From an optimization exercise on the open Yosys and OpenROAD flow, aimed at a short achievable clock period and few clock cycles; shortcuts taken in it are not production practice. The RTL of this run was laid out without a check of its function. Power is estimated from default activity; no workload was simulated.

`flow/constraint.sdc`:
```
create_clock -name core_clock -period 7.0 [get_ports {clk_i}]
set_input_delay 1.4000 -clock core_clock [delete_from_list [all_inputs] [get_ports {clk_i}]]
set_output_delay 1.4000 -clock core_clock [all_outputs]
set_load 0.01 [all_outputs]
```
`flow/config.mk`:
```
export PLATFORM = sky130hd
export DESIGN_NAME = dcache_ctrl
export DESIGN_NICKNAME = dcache_ctrl
export VERILOG_FILES = /design/flow/design.v
export SDC_FILE = /design/flow/constraint.sdc
export NUM_CORES = 4
export LEC_CHECK = 0
export ABC_CLOCK_PERIOD_IN_PS = 2500
export CAP_MARGIN = 20
export CORE_MARGIN = 2
export CORE_UTILIZATION = 40
export SETUP_SLACK_MARGIN = 3.7
export SLEW_MARGIN = 20
export TNS_END_PERCENT = 20
```
`flow/flow/run.sh`:
```
#!/bin/bash
# Standard layout, with the port buffers inserted as buf_4 (a plain buffer the resizer sizes
# further) instead of the delay-buffer cell buffer_ports otherwise picks on sky130hd.
set -euo pipefail
bash standard.sh 'BUFFER_PORTS_ARGS=-buffer_cell sky130_fd_sc_hd__buf_4' finish > standard_make.log 2>&1
```
`flow/standard.sh`:
```
#!/bin/bash
# synth_recipe.tcl (not shown) runs the flow's synth.tcl, then flattens the netlist and writes it again
# the make line also repeats each setting of config.mk as NAME=value (left out here)
make -C /OpenROAD-flow-scripts/flow DESIGN_CONFIG=/design/flow/config.mk WORK_HOME=/design/flow/orfs CLKGATE_MAP_FILE= SYNTH_SCRIPT=/design/flow/synth_recipe.tcl "${@:-finish}"
```
`flow/design.v`:
```
module dcache_ctrl #(
    parameter int INDEX_W = 4
) (
    input  logic          clk_i,
    input  logic          rst_i,
    input  logic          cpu_req_i,
    input  logic          cpu_we_i,
    input  logic [31:0]   cpu_addr_i,
    input  logic [31:0]   cpu_data_i,
    output logic [31:0]   cpu_data_o,
    output logic          cpu_stall_o,
    output logic          mem_req_o,
    output logic          mem_we_o,
    output logic [31:0]   mem_addr_o,
    output logic [127:0]  mem_data_o,
    input  logic [127:0]  mem_data_i,
    input  logic          mem_ack_i
);
    localparam int LINES = 1 << INDEX_W;
    localparam int TAG_W = 28 - INDEX_W;
    logic [LINES-1:0]     valid_q, dirty_q;
    logic [TAG_W-1:0]     tag_q [LINES];
    logic [127:0]         data_q [LINES];
    logic                 done_q, mreq_q, mwe_q, fetch_q;
    logic [27:0]          maddr_q;
    logic [127:0]         mdata_q;
    logic [31:0]          dout_q;
    logic [LINES-1:0]     fline_q;
    logic [3:0]           fsel_q;
    logic [3:0]           stsel_q [LINES];
    logic [TAG_W-1:0]     req_tag;
    logic [INDEX_W-1:0]   idx;
    logic [1:0]           off;
    logic [LINES-1:0]     line_sel;
    logic [3:0]           word_sel;
    logic                 idle, hit, victim_dirty, wb_ack, lookup_hit, lookup_miss;
    logic [127:0]         line_rd, wdata;
    logic [31:0]          word_rd;
    assign req_tag = cpu_addr_i[31:4+INDEX_W];
    assign idx     = cpu_addr_i[3+INDEX_W:4];
    assign off     = cpu_addr_i[3:2];
    always_comb begin
        for (int i = 0; i < LINES; i++)
            line_sel[i] = (idx == INDEX_W'(i));
        for (int w = 0; w < 4; w++)
            word_sel[w] = (off == 2'(w));
    end
    assign line_rd      = data_q[idx];
    assign word_rd      = line_rd[{off, 5'b0} +: 32];
    assign hit          = valid_q[idx] & (tag_q[idx] == req_tag);
    assign victim_dirty = valid_q[idx] & dirty_q[idx];
    assign idle        = ~done_q & ~mreq_q;
    assign lookup_hit  = idle & cpu_req_i & hit;
    assign lookup_miss = idle & cpu_req_i & ~hit;
    assign wb_ack      = mreq_q & mwe_q & mem_ack_i;
    assign cpu_stall_o = ~(done_q | (fetch_q & mem_ack_i));
    always_comb begin
        cpu_data_o = dout_q;
        for (int w = 0; w < 4; w++)
            cpu_data_o = cpu_data_o | ({32{fsel_q[w]}} & mem_data_i[32*w +: 32]);
    end
    assign mem_req_o  = mreq_q;
    assign mem_we_o   = mwe_q;
    assign mem_addr_o = {maddr_q, 4'b0};
    assign mem_data_o = mdata_q;
    always_ff @(posedge clk_i) begin
        if (rst_i) begin
            done_q  <= 1'b0;
            mreq_q  <= 1'b0;
            fetch_q <= 1'b0;
            fline_q <= '0;
            fsel_q  <= '0;
            for (int i = 0; i < LINES; i++)
                stsel_q[i] <= '0;
        end else begin
            done_q <= lookup_hit;
            for (int i = 0; i < LINES; i++)
                stsel_q[i] <= {4{lookup_hit & cpu_we_i & line_sel[i]}} & word_sel;
            if (idle) begin
                mreq_q  <= lookup_miss;
                fetch_q <= lookup_miss & ~victim_dirty;
                fline_q <= {LINES{lookup_miss & ~victim_dirty}} & line_sel;
                fsel_q  <= {4{lookup_miss & ~victim_dirty}} & word_sel;
            end else if (wb_ack) begin
                fetch_q <= 1'b1;
                fline_q <= line_sel;
                fsel_q  <= word_sel;
            end else if (fetch_q & mem_ack_i) begin
                mreq_q  <= 1'b0;
                fetch_q <= 1'b0;
                fline_q <= '0;
                fsel_q  <= '0;
            end
        end
    end
    always_ff @(posedge clk_i) begin
        if (idle) begin
            mwe_q   <= victim_dirty;
            maddr_q <= {victim_dirty ? tag_q[idx] : req_tag, idx};
            mdata_q <= line_rd;
        end else if (wb_ack) begin
            mwe_q   <= 1'b0;
            maddr_q <= {req_tag, idx};
        end
    end
    always_ff @(posedge clk_i) begin
        if (idle)
            dout_q <= {32{hit}} & word_rd;
        else
            dout_q <= '0;
    end
    always_comb
        for (int w = 0; w < 4; w++)
            wdata[32*w +: 32] = (fetch_q & ~(fsel_q[w] & cpu_we_i)) ? mem_data_i[32*w +: 32] : cpu_data_i;
    always_ff @(posedge clk_i) begin
        if (rst_i) begin
            valid_q <= '0;
            dirty_q <= '0;
        end else begin
            for (int i = 0; i < LINES; i++) begin
                if (fline_q[i] & mem_ack_i) begin
                    valid_q[i] <= 1'b1;
                    dirty_q[i] <= cpu_we_i;
                end else if (|stsel_q[i]) begin
                    dirty_q[i] <= 1'b1;
                end
            end
        end
    end
    always_ff @(posedge clk_i) begin
        for (int i = 0; i < LINES; i++) begin
            if (fline_q[i] & mem_ack_i)
                tag_q[i] <= req_tag;
            for (int w = 0; w < 4; w++)
                if ((fline_q[i] & mem_ack_i) | stsel_q[i][w])
                    data_q[i][32*w +: 32] <= wdata[32*w +: 32];
        end
    end
endmodule
```
==> summary.md <==
| Metric | Value |
|---|---|
| Status | no timing/DRC/antenna violations |
| Total core area | approximately 250,000 um^2 |
| Port Buffers | about 390 |
| Ratio of cells with drive above 1 in the final layout | a little under a quarter |
| Syn Inst Count | about 5.8k |
| Vias/cell | between 6 and 7 |
| Final WL | approximately 380,000 um |
| Clock Path Buffers | 4 |
| Max Clock Skew | around 0.054 ns |
| Num CTS Buffers | around 300 |
| Die Span Y | just over 500 um |
| Non-filler cells, final | approximately 10k |
| Clock latency on the worst-skew pair | 0.96 ns |
| DRC viols | 0 |
| CTS Hold Bufs | 0 |
| RSZ-0062 raised after global routing | true |
| CTS sink cnt | between 2k and 3k |
| Final Setup Violations | 0 |
| Worst reg2reg path depth | 6 |
| PwrDens | 295 nW/um^2 |
| Initial Util | roughly two fifths |
| Die extent in x | just over 500 um |
| DIE AREA | about 260,000 um^2 |
| Rel. slew slack | 32.5% |
| Yosys warns | 4 |
| Post-synthesis sequential area ratio | about four fifths |
| FF+latch count, synth | 2,740 |
| RePlAce Congestion | 0.882 |
| FP Rows | 185 |
| Drt first pass iters | 6 |
| Vias in the first global route | just over 60k |
| Mean post-synth cell area | about 18 um^2 |
| H-tree depth | 5 |
| GRT overflow | 0 |
| Max_cap viols | 0 |
| Fin crit share | a little over half |
| Io pins | between 300 and 400 |
| Area of the mapped netlist | ~100,000 um^2 |
| P&R area growth vs syn | 19.8% |
| CTS clock-pin slew for the worst setup and hold paths | around 0.060 ns |
| Hold crit path type | flop to flop |
| Worst slew pin tran | between 1 and 1.5 ns |
| Async SR Flop Fraction | 0% |
| EDFF count, synth | approximately 2.6k |
| Static leakage | slightly above 40 nW |
| GR Util All Layers | 28.3% |
| Largest net degree at the start of global routing | 97 |
| Crit Path Category | primary input to flop |
| First-pass GRT wire length | between 500,000 and 600,000 um |
| Number of unique standard cell types used by synthesis | between 80 and 90 |
| Crit-path max FO | between 90 and 100 |
| WP data required | approximately 8 ns |
| Root buffer selected by CTS | clkbuf_16 |
| Critical Path End Type | flop |
| HPWL Detailed | ~200,000 um |
| CTS tree | done |
| Max Fclk | 262 MHz |
| DR WL/cell | 37.7 um |
| Vias | approximately 65k |
| Setup TNS Final | 0 ns |
| Dpl cells | 9,370 |
| CP startpoint kind | primary input |
| Final Hold Fails | 0 |
| Critical path arrival | about 4.6 ns |
| Fin. max-slew vios | 0 |
| Worst VDD drop | 0.000214 V |
| Post-DRT Antenna Nets | 0 |
| Cell depth of the worst hold path | 2 |
| Initial antenna violation count | 42 |
| Final Util | between 40% and 50% |
| Top FF cell, synth | edfxtp_1 |
| Layout Nets | ~6.7k |
| First DRT Iteration DRCs | 10.6k |
| Minimum clock period | roughly 3.8 ns |
==> state kept, by name (all words and copies together) (netlist names) <==
register / flops
mdata_q: 128
valid_q: 16
fsel_q: 4
mwe_q: 1
fetch_q: 1
maddr_q: 28
dirty_q: 16
dout_q: 32
tag_q: 384
data_q: 2048
mreq_q: 1
stsel_q: 64
done_q: 1
fline_q: 16
==> power breakdown <==
group / leakage (nW) / switching [mW] / total (mW) / internal [mW]
clock: 4.40 / 6.32 / 14.9 / 8.53
sequential: 24.7 / 0.172 / 18.5 / 18.4
combinational: 11.2 / 1.87 / 2.78 / 0.912
total: 40.3 / 8.36 / 36.2 / 27.8
==> cell usage in the layout (no fill, tap or decap), drive strengths merged, types with 18 or more instances in the layout <==
cell,count
nand3,260
and3,18
nand2,108
o22a,129
clkbuf,393
a222oi,33
diode,18
nor2b,47
nor2,180
mux2i,31
edfxtp,2589
nor3,32
a22oi,456
a21oi,209
or3,21
mux4,41
o21ai,48
a22o,262
clkinv,112
a221oi,267
dfxtp,151
o22ai,20
buf,723
inv,34
nand2b,82
a311oi,23
mux2,150
nand3b,38
==> repair_timing <==
action / 4_1_cts / 5_1_grt
setup buffers: 73 / 73
cloned: 23 / 14
gates resized for setup: 184 / 156
setup endpoints to repair: 305 / 222
pin swaps: 27 / 46
==> worst max-delay path, cell delays in order <==
cell and delay (ns):
buf_16 0.14, buf_12 0.14, or4_4 0.64, buf_12 0.18
buf_12 0.22, buf_6 0.48, o22a_1 0.51, mux4_2 0.51
nor2b_1 0.14
==> final cells by class <==
cell class                 instances  area (um^2)
inverter                          34          149
timing repair buffer             746         7260
multi-input combinational       2667        21100
antenna                           18         45.0
sequential                      2740        80800
tap                             3366         4210
clock buffer                     378         8000
clock inverter                   136         1000
fill                           21000       132000
==> logic make-up (layout without fill, tap and decap cells) <==
group                  count (synthesis)  in the layout  synth area share, %
flip-flops                          2740           2740                 79.0
AO/OA/AOI/OAI                       1563           1563                 11.9
AND/OR/NAND/NOR                      866            867                 4.52
buffers and inverters                420           1294                 1.70
multiplexers                         222            222                 2.86
XOR/XNOR                              11             11               0.0942
other                                  1             22              0.00367
==> path summary, 6_finish.rpt <==
kind | end | start | slack [ns]
hold reg to reg | valid_q[6] | valid_q[6] | 0.47
setup reg to reg | stsel_q[4][3] | mreq_q | 3.62
hold / removal | valid_q[6] | valid_q[6] | 0.47
setup / recovery | dout_q[4] | cpu_addr_i[5] | 3.18
==> synthesized netlist by cell type (all sizes together), types with 8 or more instances <==
library cell / number / area (um^2)
nand2: 108 / 405
nor4: 9 / 77.6
mux4: 41 / 923
edfxtp: 2589 / 77700
buf: 107 / 558
or3b: 8 / 70.1
o21ai: 48 / 240
a31oi: 11 / 68.8
a32oi: 12 / 105
a222oi: 33 / 330
a311oi: 23 / 201
nor3: 32 / 160
dfxtp: 151 / 3020
xnor2: 9 / 78.8
a211oi: 8 / 60.1
nand4: 13 / 141
nand3: 260 / 1320
a22oi: 456 / 3430
mux2: 150 / 1690
nand2b: 82 / 513
nand3b: 38 / 285
nor2b: 47 / 294
mux2i: 31 / 310
a22o: 262 / 2290
inv: 32 / 120
a21oi: 209 / 1050
or3: 21 / 131
clkbuf: 279 / 1050
o22a: 129 / 1130
nor2: 180 / 681
and3: 18 / 113
o22ai: 20 / 131
a221oi: 267 / 2340
==> metal layers <==
layer / vias to the layer above / wire (um) / track usage, % / part of all wire, %
met3: 811 / 49100 / 6.86 / 13
met4: 24 / 19900 / 13.1 / 5.2
met2: 4840 / 174000 / 44.2 / 46
met5: - / 152 / 0 / 0.040
li1: 25500 / - / - / -
met1: 33500 / 137000 / 37.5 / 36
==> through the flow <==
step                power (mW)  hold WS [ns]  worst slack, ns  instance area [um^2]
finish                    36.2         0.467             3.18                123000
global route              36.9         0.493             3.23                123000
CTS                       36.1         0.473             3.24                121000
detailed placement        21.3         0.459            0.975                110000
global placement          21.3         0.443             1.05                110000
floorplan                 19.9         0.435             2.38                103000

[separate check: timing with driven ports]
How much do the figures lean on ideal ports? The routed layout below was timed once more, with nothing changed but the port constraints. Step 1 sets driving cells, clkbuf_16 on the clock port and buf_2 on the other inputs (assumed; they add their load-dependent delay and slew). Step 2 moves the port delays by t, midway between the first and last clock arrival at a register: inputs arrive t later, outputs are due t later. That takes back most of the time a late clock gives input paths. a / b / c = no drivers / after step 1 / after step 2; a / b = the first two.
t (ns): 1.035
slack for setup (ns): 3.183 / 2.995 / 1.960
worst hold slack (ns): 0.467 / 0.467 / 0.467
pins driven straight from the clock port: 1
After both steps this run still meets setup and hold. For this run, drivers alone change the setup slack by -0.188 ns; drivers and shift together by -1.223 ns.
